This is an optimization exercise on Yosys and OpenROAD, whose aim is a short achievable clock period and few clock cycles per item, not a production implementation.
Function was checked by simulation only, so behaviour that the tests miss may differ from the original.
Power is estimated from default activity; no workload was simulated.

== the baseline ==
==> module cmd_fifo, before the edit <==
module cmd_fifo
(
  input  logic     CLK0,
  input  logic     RST0,
  input  logic     req_valid,
  input  dma_pkg::dma_cmd_t req_cmd,
  output logic     req_ready,
  input  logic     deq,
  output dma_pkg::qcmd_t dout,
  output logic     empty,
  output logic     busy         
);
  typedef logic [dma_pkg::CMD_FIFO_AW-1:0] ptr_t;
  typedef logic [dma_pkg::CMD_FIFO_AW:0]   cnt_t;
  logic              in_v;
  dma_pkg::dma_cmd_t in_cmd;
  logic              in_ok;
  dma_pkg::qcmd_t    in_q;
  logic [dma_pkg::W_QCMD-1:0] mem [0:dma_pkg::CMD_SLOTS-1];
  ptr_t  head;
  ptr_t  tail;
  cnt_t  used;
  logic  do_enq;
  logic  do_deq;
  always_ff @(posedge CLK0) begin
    if (RST0) begin
      in_v <= 1'b0;
    end else begin
      in_v <= req_valid;
    end
    in_cmd <= req_cmd;
  end
  assign in_ok = (in_cmd.word_size != '0) && (in_cmd.read_enable || in_cmd.write_enable);
  assign in_q  = {in_cmd.ext_addr[dma_pkg::W_EXT_A-1:dma_pkg::ADDR_OFFSET],
                  in_cmd.write_enable, in_cmd.word_size};
  assign do_enq = in_v && in_ok;
  assign do_deq = deq && !empty;
  always_ff @(posedge CLK0) begin
    if (do_enq) begin
      mem[tail] <= in_q;
    end
  end
  assign dout  = mem[head];
  assign empty = (used == '0);
  always_ff @(posedge CLK0) begin
    if (RST0) begin
      head      <= '0;
      tail      <= '0;
      used      <= '0;
      req_ready <= 1'b0;
    end else begin
      if (do_deq) head <= head + 1'b1;
      if (do_enq) tail <= tail + 1'b1;
      used <= used + cnt_t'(do_enq) - cnt_t'(do_deq);
      req_ready <= (used <= cnt_t'(dma_pkg::CMD_SLOTS - dma_pkg::CMD_MARGIN));
    end
  end
  assign busy = in_v || !empty;
endmodule
==> module burst_planner, before the edit <==
module burst_planner
(
  input  logic            CLK0,
  input  logic            RST0,
  input  dma_pkg::qcmd_t  cmd,
  input  logic            cmd_empty,
  output logic            cmd_deq,
  input  logic            hold,         
  input  logic            nb_free,      
  output logic            nb_load,
  output dma_pkg::waddr_t nb_addr,
  output dma_pkg::blen_t  nb_len,
  output logic            nb_to_bram,
  output logic            busy
);
  logic                 act;        
  logic                 phase;      
  logic                 to_bram;
  dma_pkg::waddr_t      addr_q;     
  dma_pkg::word_count_t words_q;    
  dma_pkg::blen_t       len_q;
  logic                 last_q;     
  dma_pkg::blen_t       cap;        
  logic                 big;        
  logic                 fits;       
  logic                 load;
  assign cap  = (addr_q[9:8] == 2'b11) ? dma_pkg::blen_t'({1'b0, ~addr_q[7:0]}) + 1'b1
                                       : dma_pkg::blen_t'(256);
  assign big  = (words_q[dma_pkg::W_EXT_A:dma_pkg::W_BLEN] != '0);
  assign fits = !big && (words_q[dma_pkg::W_BLEN-1:0] <= cap);
  assign nb_load    = act && phase && nb_free;
  assign nb_addr    = addr_q;
  assign nb_len     = len_q;
  assign nb_to_bram = to_bram;
  assign load    = !cmd_empty && (!act || (nb_load && last_q));
  assign cmd_deq = load;
  assign busy    = act;
  always_ff @(posedge CLK0) begin
    if (RST0) begin
      act   <= 1'b0;
      phase <= 1'b0;
    end else begin
      if (load) begin
        act   <= 1'b1;
        phase <= 1'b0;
      end else if (act && !phase) begin
        if (!hold) phase <= 1'b1;
      end else if (nb_load) begin
        phase <= 1'b0;
        if (last_q) act <= 1'b0;
      end
    end
  end
  always_ff @(posedge CLK0) begin
    if (load) begin
      addr_q  <= cmd.waddr;
      words_q <= cmd.words;
      to_bram <= cmd.to_bram;
    end else if (nb_load) begin
      addr_q  <= addr_q + dma_pkg::waddr_t'(len_q);
      words_q <= words_q - dma_pkg::word_count_t'(len_q);
    end
    if (act && !phase) begin
      len_q  <= fits ? words_q[dma_pkg::W_BLEN-1:0] : cap;
      last_q <= fits;
    end
  end
endmodule
==> module owed_count, before the edit <==
module owed_count
(
  input  logic           CLK0,
  input  logic           RST0,
  input  dma_pkg::blen_t credit,
  input  logic           move,
  output logic           nz,        
  output logic           nz_nx,     
  output logic           high       
);
  dma_pkg::owed_t cnt;
  dma_pkg::owed_t sum0;
  dma_pkg::owed_t sum1;
  assign sum0 = cnt + dma_pkg::owed_t'(credit);
  assign sum1 = sum0 - 1'b1;
  assign high = (cnt[dma_pkg::W_OWED-1:12] != 0);   
  assign nz_nx = move ? (sum1 != '0) : (sum0 != '0);
  always_ff @(posedge CLK0) begin
    if (RST0) begin
      cnt <= '0;
      nz  <= 1'b0;
    end else begin
      cnt <= move ? sum1 : sum0;
      nz  <= nz_nx;
    end
  end
endmodule
==> module dma_ctrl, before the edit <==
module dma_ctrl
(
  input  logic            CLK0,
  input  logic            RST0,
  input  logic            nb_load,
  input  dma_pkg::waddr_t nb_addr,
  input  dma_pkg::blen_t  nb_len,
  input  logic            nb_to_bram,
  output logic            nb_free,
  output dma_pkg::ext_burst_t ext_burst,
  input  logic            ext_ready,
  output dma_pkg::blen_t  credit_rd,    
  output dma_pkg::blen_t  credit_wr,    
  output logic            busy
);
  logic            sv;
  dma_pkg::waddr_t s_addr;
  dma_pkg::blen_t  s_len;
  logic            s_to_bram;
  logic            o_rd;
  logic            o_wr;
  dma_pkg::waddr_t o_addr;
  dma_pkg::blen_t  o_len;
  logic            o_free;
  logic            s_take;
  assign o_free  = !(o_rd || o_wr) || ext_ready;
  assign s_take  = sv && o_free;
  assign nb_free = !sv || o_free;
  assign ext_burst = {o_addr, {dma_pkg::ADDR_OFFSET{1'b0}}, o_rd, o_wr, o_len};
  always_ff @(posedge CLK0) begin
    if (RST0) begin
      sv        <= 1'b0;
      o_rd      <= 1'b0;
      o_wr      <= 1'b0;
      credit_rd <= '0;
      credit_wr <= '0;
    end else begin
      if (nb_load) sv <= 1'b1;
      else if (s_take) sv <= 1'b0;
      if (s_take) begin
        o_rd <= s_to_bram;
        o_wr <= !s_to_bram;
      end else if (ext_ready) begin
        o_rd <= 1'b0;
        o_wr <= 1'b0;
      end
      credit_rd <= (o_rd && ext_ready) ? o_len : '0;
      credit_wr <= (o_wr && ext_ready) ? o_len : '0;
    end
  end
  always_ff @(posedge CLK0) begin
    if (nb_load) begin
      s_addr    <= nb_addr;
      s_len     <= nb_len;
      s_to_bram <= nb_to_bram;
    end
    if (s_take) begin
      o_addr <= s_addr;
      o_len  <= s_len;
    end
  end
  assign busy = sv || o_rd || o_wr || (credit_rd != '0) || (credit_wr != '0);
endmodule
export LEC_CHECK = 0
export ABC_CLOCK_PERIOD_IN_PS = 2500
export CAP_MARGIN = 20
export CORE_MARGIN = 2
export CORE_UTILIZATION = 40
export SETUP_SLACK_MARGIN = 3.0
export SLEW_MARGIN = 20
create_clock -name core_clock -period 5.5 [get_ports {CLK0}]
run.sh (not shown) runs the stock make flow with config.mk's settings and CLKGATE_MAP_FILE= SYNTH_SCRIPT=/design/flow/synth_recipe.tcl, a recipe that flattens the netlist after the stock synthesis.
Testbench counts of the baseline, summed over its fixed seeds: cycles 17,374, words 25,338.
For the candidate, these inputs were changed with respect to the baseline:
-- flow/design.v --
<<< the baseline, line 5
  localparam int W_WA          = W_EXT_A - ADDR_OFFSET;   
  localparam int W_BLEN        = 9;    
  localparam int CMD_FIFO_AW  = 4;
  localparam int CMD_SLOTS    = 1 << CMD_FIFO_AW;
  localparam int CMD_MARGIN   = 4;     
>>> the candidate, line 5
  localparam int W_WA          = W_EXT_A - ADDR_OFFSET;   
  localparam int W_BLEN        = 9;    
  localparam int CMD_FIFO_AW  = 2;
  localparam int CMD_SLOTS    = 1 << CMD_FIFO_AW;
  localparam int CMD_MARGIN   = 4;     
<<< the baseline, line 52
  logic              in_v;
  dma_pkg::dma_cmd_t in_cmd;
  logic              in_ok;
  dma_pkg::qcmd_t    in_q;
  logic [dma_pkg::W_QCMD-1:0] mem [0:dma_pkg::CMD_SLOTS-1];
>>> the candidate, line 52
  logic              in_v;
  dma_pkg::dma_cmd_t in_cmd;
  logic              in_ok;      
  dma_pkg::qcmd_t    in_q;
  logic [dma_pkg::W_QCMD-1:0] mem [0:dma_pkg::CMD_SLOTS-1];
<<< the baseline, line 62
  always_ff @(posedge CLK0) begin
    if (RST0) begin
      in_v <= 1'b0;
    end else begin
      in_v <= req_valid;
    end
    in_cmd <= req_cmd;
  end
  assign in_ok = (in_cmd.word_size != '0) && (in_cmd.read_enable || in_cmd.write_enable);
  assign in_q  = {in_cmd.ext_addr[dma_pkg::W_EXT_A-1:dma_pkg::ADDR_OFFSET],
                  in_cmd.write_enable, in_cmd.word_size};
  assign do_enq = in_v && in_ok;
  assign do_deq = deq && !empty;
  always_ff @(posedge CLK0) begin
>>> the candidate, line 62
  always_ff @(posedge CLK0) begin
    if (RST0) begin
      in_v  <= 1'b0;
      in_ok <= 1'b0;
    end else begin
      in_v  <= req_valid;
      in_ok <= req_valid && (req_cmd.word_size != '0) &&
               (req_cmd.read_enable || req_cmd.write_enable);
    end
    in_cmd <= req_cmd;
  end
  assign in_q  = {in_cmd.ext_addr[dma_pkg::W_EXT_A-1:dma_pkg::ADDR_OFFSET],
                  in_cmd.write_enable, in_cmd.word_size};
  assign do_enq = in_ok;
  assign do_deq = deq && !empty;
  always_ff @(posedge CLK0) begin
<<< the baseline, line 117
  dma_pkg::blen_t       len_q;
  logic                 last_q;     
  dma_pkg::blen_t       cap;        
  logic                 big;        
  logic                 fits;       
  logic                 load;
  assign cap  = (addr_q[9:8] == 2'b11) ? dma_pkg::blen_t'({1'b0, ~addr_q[7:0]}) + 1'b1
                                       : dma_pkg::blen_t'(256);
  assign big  = (words_q[dma_pkg::W_EXT_A:dma_pkg::W_BLEN] != '0);
  assign fits = !big && (words_q[dma_pkg::W_BLEN-1:0] <= cap);
  assign nb_load    = act && phase && nb_free;
  assign nb_addr    = addr_q;
>>> the candidate, line 119
  dma_pkg::blen_t       len_q;
  logic                 last_q;     
  dma_pkg::blen_t       cap_q;      
  dma_pkg::blen_t       rem_q;      
  dma_pkg::blen_t       rem_ld;
  logic                 big;        
  logic                 fits;       
  logic                 load;
  assign rem_ld = dma_pkg::blen_t'({1'b0, ~cmd.waddr[7:0]}) + 1'b1;
  assign big    = (words_q[dma_pkg::W_EXT_A:dma_pkg::W_BLEN] != '0);
  assign fits   = !big && (words_q[dma_pkg::W_BLEN-1:0] <= cap_q);
  assign nb_load    = act && phase && nb_free;
  assign nb_addr    = addr_q;
<<< the baseline, line 153
      words_q <= cmd.words;
      to_bram <= cmd.to_bram;
    end else if (nb_load) begin
      addr_q  <= addr_q + dma_pkg::waddr_t'(len_q);
      words_q <= words_q - dma_pkg::word_count_t'(len_q);
    end
    if (act && !phase) begin
      len_q  <= fits ? words_q[dma_pkg::W_BLEN-1:0] : cap;
      last_q <= fits;
    end
>>> the candidate, line 156
      words_q <= cmd.words;
      to_bram <= cmd.to_bram;
      rem_q   <= rem_ld;
      cap_q   <= (cmd.waddr[9:8] == 2'b11) ? rem_ld : dma_pkg::blen_t'(256);
    end else if (nb_load) begin
      addr_q  <= addr_q + dma_pkg::waddr_t'(len_q);
      words_q <= words_q - dma_pkg::word_count_t'(len_q);
      if (addr_q[9:8] == 2'b11) rem_q <= dma_pkg::blen_t'(256);
      cap_q <= (addr_q[9:8] == 2'b10) ? rem_q : dma_pkg::blen_t'(256);
    end
    if (act && !phase) begin
      len_q  <= fits ? words_q[dma_pkg::W_BLEN-1:0] : cap_q;
      last_q <= fits;
    end
<<< the baseline, line 216
  assign sum1 = sum0 - 1'b1;
  assign high = (cnt[dma_pkg::W_OWED-1:12] != 0);   
  assign nz_nx = move ? (sum1 != '0) : (sum0 != '0);
  always_ff @(posedge CLK0) begin
    if (RST0) begin
>>> the candidate, line 223
  assign sum1 = sum0 - 1'b1;
  assign high = (cnt[dma_pkg::W_OWED-1:12] != 0);   
  assign nz_nx = move ? (sum0[dma_pkg::W_OWED-1:1] != '0) : (sum0 != '0);
  always_ff @(posedge CLK0) begin
    if (RST0) begin
<<< the baseline, line 353
  assign o_free  = !(o_rd || o_wr) || ext_ready;
  assign s_take  = sv && o_free;
  assign nb_free = !sv || o_free;
  assign ext_burst = {o_addr, {dma_pkg::ADDR_OFFSET{1'b0}}, o_rd, o_wr, o_len};
  always_ff @(posedge CLK0) begin
>>> the candidate, line 360
  assign o_free  = !(o_rd || o_wr) || ext_ready;
  assign s_take  = sv && o_free;
  assign nb_free = !sv;   
  assign ext_burst = {o_addr, {dma_pkg::ADDR_OFFSET{1'b0}}, o_rd, o_wr, o_len};
  always_ff @(posedge CLK0) begin
==> run summary <==
Comparing the baseline and the candidate, path depth of the worst reg2reg path is higher on the baseline.
The candidate was carried through to the last stage, and its layout satisfied the timing, DRC and antenna checks.
Looking at summed area of non-filler cells in the final layout across the baseline and the candidate, the one that comes out higher is the baseline.
Looking at relative contribution of combinational cells to total power, the candidate sits 1.7 points higher than the baseline does.
The remaining max-slew budget at the tightest pin reported for the candidate is smaller than that of the baseline by 8.1 points.
Cell count: the candidate lower than the baseline
Multi-input combinational cell area was higher in the run labelled the baseline.
The candidate: area inside the core boundary is about 43% lower than what the baseline reported.
Latest clock arrival within the worst-skew pair, the baseline and the candidate, lower one = the candidate.
Between the candidate and the baseline, it is the candidate whose minimum setup slack in the final design is lower, by 0.29 ns.
Diff the baseline -> the candidate | count of clock-buffer cells in the layout | down by more than a quarter
Testbench counts of the candidate, summed over its fixed seeds: cycles 17,374, words 25,338.

========
dma_stream_top, a different RTL version from the one above (not shown whole).
For scale: roughly 4,600 cells after synthesis, about 250 I/O pins, about 0.058 sq mm of cells after synthesis.
==> module stream_mover, before the edit <==
module stream_mover
(
  input  logic       CLK0,
  input  logic       RST0,
  input  dma_pkg::blen_t credit_rd,
  input  dma_pkg::blen_t credit_wr,
  input  dma_pkg::owed_t credit_rd_m1,
  input  dma_pkg::owed_t credit_wr_m1,
  output logic       hold,
  output logic       busy,
  input  dma_pkg::data_t      ext_read_data,
  input  logic       ext_read_empty,
  output logic       ext_read_deq,
  output dma_pkg::data_t      ext_write_data,
  output logic       ext_write_enq,
  input  logic       ext_write_almost_full,
  input  dma_pkg::data_t      core_read_data,
  input  logic       core_read_empty,
  output logic       core_read_enable,
  output dma_pkg::data_t      core_write_data,
  output logic       core_write_enable,
  input  logic       core_write_almost_full
);
  localparam int DR = dma_pkg::RD_BUF;
  localparam int DW = dma_pkg::WR_BUF;
  logic          rd_nz;
  logic          rd_nz_nx;
  logic          rd_high;
  logic          rd_okn;     
  logic          rd_none;
  logic [DR-1:0] rd_fill;
  logic [DR-1:0] rd_fill_nx;
  logic          rd_deq;     
  logic          rd_cwe;
  fc_nor u_deq_gate  (.a(rd_okn),  .b(ext_read_empty),         .y(ext_read_deq));
  fc_nor u_deq_gate2 (.a(rd_okn),  .b(ext_read_empty),         .y(rd_deq));
  fc_nor u_cwe_gate  (.a(rd_none), .b(core_write_almost_full), .y(core_write_enable));
  fc_nor u_cwe_gate2 (.a(rd_none), .b(core_write_almost_full), .y(rd_cwe));
  owed_count u_rd_owed (
    .CLK0   (CLK0),
    .RST0   (RST0),
    .credit (credit_rd),
    .credit_m1 (credit_rd_m1),
    .move   (rd_deq),
    .nz     (rd_nz),
    .nz_nx  (rd_nz_nx),
    .high   (rd_high)
  );
  sr_fifo #(.W(dma_pkg::W_D), .D(DR)) u_rd_buf (
    .CLK0    (CLK0),
    .RST0    (RST0),
    .push    (rd_deq),
    .din     (ext_read_data),
    .pop     (rd_cwe),
    .head    (core_write_data),
    .fill    (rd_fill),
    .fill_nx (rd_fill_nx),
    .none    (rd_none)
  );
  logic          wr_nz;
  logic          wr_nz_nx;
  logic          wr_high;
  logic          wr_okn;
  logic          wr_none;
  logic          wr_pend;    
  logic [DW-1:0] wr_fill;
  logic [DW-1:0] wr_fill_nx;
  logic          wr_cre;
  logic          wr_enq;
  fc_nor u_cre_gate  (.a(wr_okn), .b(core_read_empty), .y(core_read_enable));
  fc_nor u_cre_gate2 (.a(wr_okn), .b(core_read_empty), .y(wr_cre));
  assign ext_write_enq = wr_enq;
  owed_count u_wr_owed (
    .CLK0   (CLK0),
    .RST0   (RST0),
    .credit (credit_wr),
    .credit_m1 (credit_wr_m1),
    .move   (wr_cre),
    .nz     (wr_nz),
    .nz_nx  (wr_nz_nx),
    .high   (wr_high)
  );
  sr_fifo #(.W(dma_pkg::W_D), .D(DW)) u_wr_buf (
    .CLK0    (CLK0),
    .RST0    (RST0),
    .push    (wr_pend),
    .din     (core_read_data),
    .pop     (wr_enq),
    .head    (ext_write_data),
    .fill    (wr_fill),
    .fill_nx (wr_fill_nx),
    .none    (wr_none)
  );
  logic rd_room;
  logic wr_room;
  assign rd_room = !rd_fill_nx[DR-1];
  assign wr_room = wr_cre ? !wr_fill_nx[DW-2] : !wr_fill_nx[DW-1];
  always_ff @(posedge CLK0) begin
    if (RST0) begin
      rd_okn  <= 1'b1;
      wr_okn  <= 1'b1;
      wr_pend <= 1'b0;
      wr_enq  <= 1'b0;
    end else begin
      rd_okn  <= !(rd_room && rd_nz_nx);
      wr_okn  <= !(wr_room && wr_nz_nx);
      wr_pend <= wr_cre;
      wr_enq  <= wr_fill_nx[0] && !ext_write_almost_full;
    end
  end
  assign hold = rd_high || wr_high;
  assign busy = rd_nz || wr_nz || wr_pend || rd_fill[0] || wr_fill[0];
endmodule
clock: 5.5 ns
lec_check: 0
abc_clock_period_in_ps: 1500
cap_margin: 20
core_margin: 2
core_utilization: 50
setup_slack_margin: 3.3
slew_margin: 20
synth_hierarchical: 1
synth_minimum_keep_size: 0
Testbench counts at the start, summed over its fixed seeds: cycles 17,393, words 25,338.
Then changed:
--- a/flow/design.v
+++ b/flow/design.v
@@ -4,14 +4,14 @@
   localparam int ADDR_OFFSET   = 2;    
   localparam int W_WA          = W_EXT_A - ADDR_OFFSET;   
   localparam int W_BLEN        = 9;    
   localparam int CMD_SLOTS    = 4;
   localparam int W_OWED       = 14;
   localparam int W_QCMD       = W_WA + 1 + W_EXT_A + 1 + 1 + 2 * W_BLEN;   
-  localparam int RD_BUF       = 12;     
-  localparam int WR_BUF       = 8;     
+  localparam int RD_BUF       = 8;     
+  localparam int WR_BUF       = 4;     
   typedef logic [W_D-1:0]      data_t;
   typedef logic [W_EXT_A-1:0]  ext_addr_t;
   typedef logic [W_EXT_A:0]    word_count_t;
   typedef logic [W_BLEN-1:0]   blen_t;
   typedef logic [W_WA-1:0]     waddr_t;
   typedef logic [W_OWED-1:0]   owed_t;
@@ -332,19 +332,21 @@
   logic          wr_nz;
   logic          wr_nz_nx;
   logic          wr_high;
   logic          wr_okn;
   logic          wr_none;
   logic          wr_pend;    
+  logic          af_q;
   logic [DW-1:0] wr_fill;
   logic [DW-1:0] wr_fill_nx;
   logic          wr_cre;
   logic          wr_enq;
   fc_nor u_cre_gate  (.a(wr_okn), .b(core_read_empty), .y(core_read_enable));
   fc_nor u_cre_gate2 (.a(wr_okn), .b(core_read_empty), .y(wr_cre));
-  assign ext_write_enq = wr_enq;
+  fc_aoi u_enq_gate  (.a1(ext_write_almost_full), .a2(af_q), .b(wr_none), .y(ext_write_enq));
+  fc_aoi u_enq_gate2 (.a1(ext_write_almost_full), .a2(af_q), .b(wr_none), .y(wr_enq));
   owed_count u_wr_owed (
     .CLK0   (CLK0),
     .RST0   (RST0),
     .credit (credit_wr),
     .credit_m1 (credit_wr_m1),
     .move   (wr_cre),
@@ -369,18 +371,18 @@
   assign wr_room = wr_cre ? !wr_fill_nx[DW-2] : !wr_fill_nx[DW-1];
   always_ff @(posedge CLK0) begin
     if (RST0) begin
       rd_okn  <= 1'b1;
       wr_okn  <= 1'b1;
       wr_pend <= 1'b0;
-      wr_enq  <= 1'b0;
+      af_q    <= 1'b0;
     end else begin
       rd_okn  <= !(rd_room && rd_nz_nx);
       wr_okn  <= !(wr_room && wr_nz_nx);
       wr_pend <= wr_cre;
-      wr_enq  <= wr_fill_nx[0] && !ext_write_almost_full;
+      af_q    <= ext_write_almost_full;
     end
   end
   assign hold = rd_high || wr_high;
   assign busy = rd_nz || wr_nz || wr_pend || rd_fill[0] || wr_fill[0];
 endmodule
 module dma_ctrl
Effect: Die area went down by 19%. Global-route usage goes up by 0.51 points. Routed wire length goes down by 15%. Total power is lower by about 15%. Critical path depth went up by 2. Sequential share of layout area is about the same.
Testbench counts after the change, summed over its fixed seeds: cycles 17,374, words 25,338.

==> afterwards: timing with drivers on the ports <==
In the flow no input, the clock included, has a driving cell. The finished layouts below were timed again as built, in two steps.
Step 1 assumes that a clkbuf_16 drives the clock port and a buf_2 every other input.
Step 2, shift: input delay + t, output delay - t, t = (earliest + latest rising clock arrival at the registers) / 2. This alone moves slack from input paths to output paths.
Three values: ideal, step 1, step 2; two values: the first two.
run	shift t [ns]	setup WS [ns]	worst setup path at the end	slew at the worst register clock pin (ns)	cell pins on the clock port's net
the baseline	0.881	2.402 / 2.402 / 1.967	input to register	0.07 / 0.07	1
the candidate	0.726	2.108 / 2.108 / 2.108	register to register	0.07 / 0.07	1
the first run of note 2	0.806	2.960 / 2.885 / 2.545	input to register	0.06 / 0.06	1
the second run of note 2	0.758	2.972 / 2.924 / 2.495	input to register	0.06 / 0.06	1
After both steps every run listed still meets setup and hold. The setup slack of the second run of note 2, which loses most, moves by -0.048 ns with the drivers and by -0.477 ns with both steps.
